This design comes from an exercise in tuning for small area, a short achievable clock period and few clock cycles per item on the open sky130 flow, not from production work.
Power figures rest on the tool's default switching activity, not on a simulated workload.

==> inputs of try-quartz <==
==> flow/design.v (excerpt) <==
module rsa_key_setup
#(
  parameter int PW = rsa_pkg::PW_DEF
) (
  input  logic            clk,
  input  logic            rst,
  input  logic            start,
  input  logic [PW-1:0]   p,
  input  logic [PW-1:0]   q,
  input  logic [2*PW-1:0] ext_e,
  output logic            busy,
  output logic            done,
  output logic [2*PW-1:0] n,
  output logic [2*PW-1:0] e_o,
  output logic [2*PW-1:0] d,
  output logic            invalid
);
export LEC_CHECK = 0
export ABC_CLOCK_PERIOD_IN_PS = 2500
export CAP_MARGIN = 20
export CORE_MARGIN = 2
export CORE_UTILIZATION = 40
export SETUP_SLACK_MARGIN = 5
export SLEW_MARGIN = 20
create_clock -name core_clock -period 10.0 [get_ports {clk}]
run.sh (not shown) runs the stock make flow with config.mk's settings and CLKGATE_MAP_FILE= SYNTH_SCRIPT=/design/flow/synth_recipe.tcl, a recipe that flattens the netlist after the stock synthesis.
==> try-lagoon (differences from try-quartz) <==
--- a/flow/design.v
+++ b/flow/design.v
@@ -82,32 +82,33 @@
   output logic [2*PW-1:0] n,
   output logic [2*PW-1:0] e_o,
   output logic [2*PW-1:0] d,
   output logic            invalid
 );
-  logic        in_idle, in_mul, in_chk, in_gcd;
+  logic        in_idle, in_mul, in_gcd;
   logic [2:0]  cnt;
-  logic        borrow, case2, pqbad, first, ltf;
+  logic        borrow, case2, pqbad, phiodd, first, ltf;
   logic [31:0] phr;           
   logic [32:0] a, t;
   logic [32:0] ca1, ct1, ct2;
   logic        ca2s;          
   logic [32:0] ca2;
   assign ca2 = {ca2s, d};
   logic        tz;            
-  logic        a_neg, t_neg, op_sub, swap;
+  logic        a_neg, t_neg, op_sub, swap, h2;
   logic [34:0] va_r;
   logic [33:0] va_sum;
   logic [32:0] t_next;
   always_comb begin
     a_neg  = a[32];
     t_neg  = t[32];
     op_sub = (a_neg == t_neg);
     va_r   = {t[32], t, 1'b1} + {(op_sub ? ~{a[32], a} : {a[32], a}), op_sub};
     va_sum = va_r[34:1];
-    if (t[0]) t_next = va_sum[1] ? va_sum[33:1] : {va_sum[33], va_sum[33:2]};
-    else      t_next = t[1] ? {t[32], t[32:1]} : {{2{t[32]}}, t[32:2]};
+    h2     = t[0] ? (t[1] ^ a[1] ^ op_sub) : ~t[1];
+    if (t[0]) t_next = h2 ? {va_sum[33], va_sum[33:2]} : va_sum[33:1];
+    else      t_next = h2 ? {{2{t[32]}}, t[32:2]} : {t[32], t[32:1]};
     swap   = t[0] & (va_sum[33] != t_neg);
   end
   function automatic logic [35:0] add4(input logic [35:0] x,
                                        input logic [35:0] y, input logic en_y, input logic neg_y,
                                        input logic [35:0] z, input logic en_z, input logic neg_z,
@@ -126,29 +127,25 @@
   endfunction
   logic        t_zero, odd, par, par2, sigma, dbl, sh2, fix_neg, c0, c1;
   logic        y1en, y1neg, z1en, z1neg, w1en, w1neg;
   logic        y2en, y2neg, z2en, z2neg, w2en, w2neg;
   logic [35:0] m1, m2, s1, s2;
-  logic [2:0]  lo;
   always_comb begin
     t_zero = tz;
     odd    = t[0];
     m1     = {4'b0000, e_o};
     m2     = {4'b1111, phr};
     par    = case2 ? (ct2[0] ^ (odd & ca2[0])) : (ct1[0] ^ (odd & ca1[0]));
     sigma  = case2 ? ct2[32] : ~ct1[32];
-    dbl    = in_gcd & (odd ? ~va_sum[1] : ~t[1]);
+    dbl    = in_gcd & h2;
     sh2    = in_mul | dbl;
     if (case2)
-      lo = {1'b0, ct2[1:0]} + {1'b0, (odd ? (op_sub ? ~ca2[1:0] : ca2[1:0]) : 2'b00)}
-         + {1'b0, (par ? (sigma ? ~phr[1:0] : phr[1:0]) : 2'b00)}
-         + {2'b00, odd & op_sub} + {2'b00, par & sigma};
+      par2 = ct2[1] ^ (odd & (ca2[1] ^ (op_sub & ca2[0]))) ^ (par & (phr[1] ^ sigma))
+           ^ (ct2[0] | (odd & ca2[0]));
     else
-      lo = {1'b0, ct1[1:0]} + {1'b0, (odd ? (op_sub ? ~ca1[1:0] : ca1[1:0]) : 2'b00)}
-         + {1'b0, (par ? (sigma ? ~e_o[1:0] : e_o[1:0]) : 2'b00)}
-         + {2'b00, odd & op_sub} + {2'b00, par & sigma};
-    par2 = lo[1];
+      par2 = ct1[1] ^ (odd & (ca1[1] ^ (op_sub & ca1[0]))) ^ (par & (e_o[1] ^ sigma))
+           ^ (ct1[0] | (odd & ca1[0]));
     c0 = ct2[0] ^ borrow;
     c1 = ct2[1] ^ (borrow & ~ct2[0]);
     fix_neg = ca2s ^ a_neg;
     if (in_mul) begin
       y1en = ct1[0];  y1neg = 1'b0;
@@ -180,11 +177,10 @@
   assign a_unit = (a == 33'd1) || (a == {33{1'b1}});
   always_ff @(posedge clk) begin
     if (rst) begin
       in_idle <= 1'b1;
       in_mul  <= 1'b0;
-      in_chk  <= 1'b0;
       in_gcd  <= 1'b0;
       busy    <= 1'b0;
       done    <= 1'b0;
       invalid <= 1'b0;
       n       <= '0;
@@ -204,10 +200,11 @@
             ca2s   <= 1'b1;
             d      <= {~(p - 16'd2), 16'd0};
             phr    <= {~(p - 16'd2), 16'd0};
             borrow <= 1'b1;
             pqbad  <= (p < 16'd2) || (q < 16'd2) || (p == q);
+            phiodd <= ~p[0] & ~q[0];
             cnt    <= '0;
             in_idle <= 1'b0;
             in_mul  <= 1'b1;
           end
       end
@@ -216,44 +213,40 @@
           ct2    <= s2[34:2];
           borrow <= borrow & ~ct2[0] & ~ct2[1];
           cnt    <= cnt + 3'd1;
           if (cnt == 3'd7) begin
             in_mul <= 1'b0;
-            in_chk <= 1'b1;
-          end
-      end
-      else if (in_chk) begin
-          in_chk <= 1'b0;
-          n   <= ct1[31:0];
-          phr <= ct2[31:0];
-          e_o <= a[31:0];
-          if (pqbad || (a[31:1] == 31'd0) || (!a[0] && !ct2[0])) begin
-            done    <= 1'b1;
-            invalid <= 1'b1;
-            d       <= '0;
-            in_idle <= 1'b1;
-          end else begin
-            case2 <= ~a[0];
-            tz    <= 1'b0;
-            first <= 1'b1;
-            if (a[0]) begin
-              t    <= ct2;
-              ca1  <= '0;
-              ct1  <= {33{1'b1}};
-              ca2s <= 1'b0;
-              d    <= 32'd1;
-              ct2  <= '0;
+            n      <= s1[33:2];
+            phr    <= s2[33:2];
+            e_o    <= a[31:0];
+            if (pqbad || (a[31:1] == 31'd0) || (!a[0] && !phiodd)) begin
+              done    <= 1'b1;
+              invalid <= 1'b1;
+              d       <= '0;
+              in_idle <= 1'b1;
             end else begin
-              a    <= ct2;
-              t    <= a;
-              ca1  <= {33{1'b1}};
-              ct1  <= '0;
-              ca2s <= 1'b0;
-              d    <= 32'd0;
-              ct2  <= 33'd1;
+              case2 <= ~a[0];
+              tz    <= 1'b0;
+              first <= 1'b1;
+              if (a[0]) begin
+                t    <= s2[34:2];
+                ca1  <= '0;
+                ct1  <= {33{1'b1}};
+                ca2s <= 1'b0;
+                d    <= 32'd1;
+                ct2  <= '0;
+              end else begin
+                a    <= s2[34:2];
+                t    <= a;
+                ca1  <= {33{1'b1}};
+                ct1  <= '0;
+                ca2s <= 1'b0;
+                d    <= 32'd0;
+                ct2  <= 33'd1;
+              end
+              in_gcd <= 1'b1;
             end
-            in_gcd <= 1'b1;
           end
       end
       else if (in_gcd) begin
           first <= 1'b0;
           if (first) ltf <= va_sum[33];
- ABC_CLOCK_PERIOD_IN_PS: 2500 -> not set
- SETUP_SLACK_MARGIN: 5 -> not set
==> notes.md <==
item	try-lagoon	try-quartz
Run status	finished clean	finished clean
First-pass GRT wire length	157 mm	162 mm
Setup bufs post-CTS	0	94
Critical R2R Launch	t[0]$_DFFE_PP_	a[32]$_SDFFCE_PP0P_
Post-detailed-routing wire length	106 mm	111 mm
Sequential share of cell area	0.267	0.236
Final cell utilization of the core	0.462	0.522
Ant. Diodes	1	0
Power, Total	7000 uW	7160 uW
Metal3 WL	11.7 mm	8.06 mm
Launch point of the worst path	t[0]$_DFFE_PP_	a[32]$_SDFFCE_PP0P_
Design Area, Final	31,000 um2	35,100 um2
DP Wirelength	77.9 mm	77.6 mm
Via density per instance	5.98	6.03
Instance count of the mapped netlist	3,179	3,138
Number of cell instances on the worst register-to-register path	24	31
Synth Area in Adders	0.149	0.150
Number of standard cells in the final layout excluding fillers	4,156	4,283
Levels on crit path	24	31
Cell type with the highest occurrence count on the critical path	sky130_fd_sc_hd__a21oi_1	sky130_fd_sc_hd__buf_12
Starting utilization of the core area	0.404	0.405
Max-slew headroom	0.207	0.199
Share of the final layout cell area in multi-input gates	0.560	0.565
Function was not checked in any run of this note: the RTL went through the layout flow alone.

[afterwards: timing with drivers on the ports]
How much do the figures lean on ideal ports? The routed layouts below were timed once more, with nothing changed but the port constraints.
Step 1 sets driving cells, clkbuf_16 on the clock port and buf_2 on the other inputs (assumed; they add their load-dependent delay and slew).
Step 2 moves the port delays by t, midway between the first and last clock arrival at a register: inputs arrive t later, outputs are due t later. That takes back most of the time a late clock gives input paths.
Slacks: ideal ports / drivers / drivers and shift; pairs: ideal ports / drivers.
run | t (ns) | slack for setup (ns) | worst hold slack (ns) | latest minus earliest clock arrival (ns)
try-quartz | 0.637 | 3.054 / 3.054 / 3.054 | 0.454 / 0.454 / 0.454 | 0.038 / 0.037
try-lagoon | 0.653 | 2.302 / 2.302 / 2.302 | 0.453 / 0.453 / 0.453 | 0.036 / 0.037
After both steps every run listed still meets setup and hold.
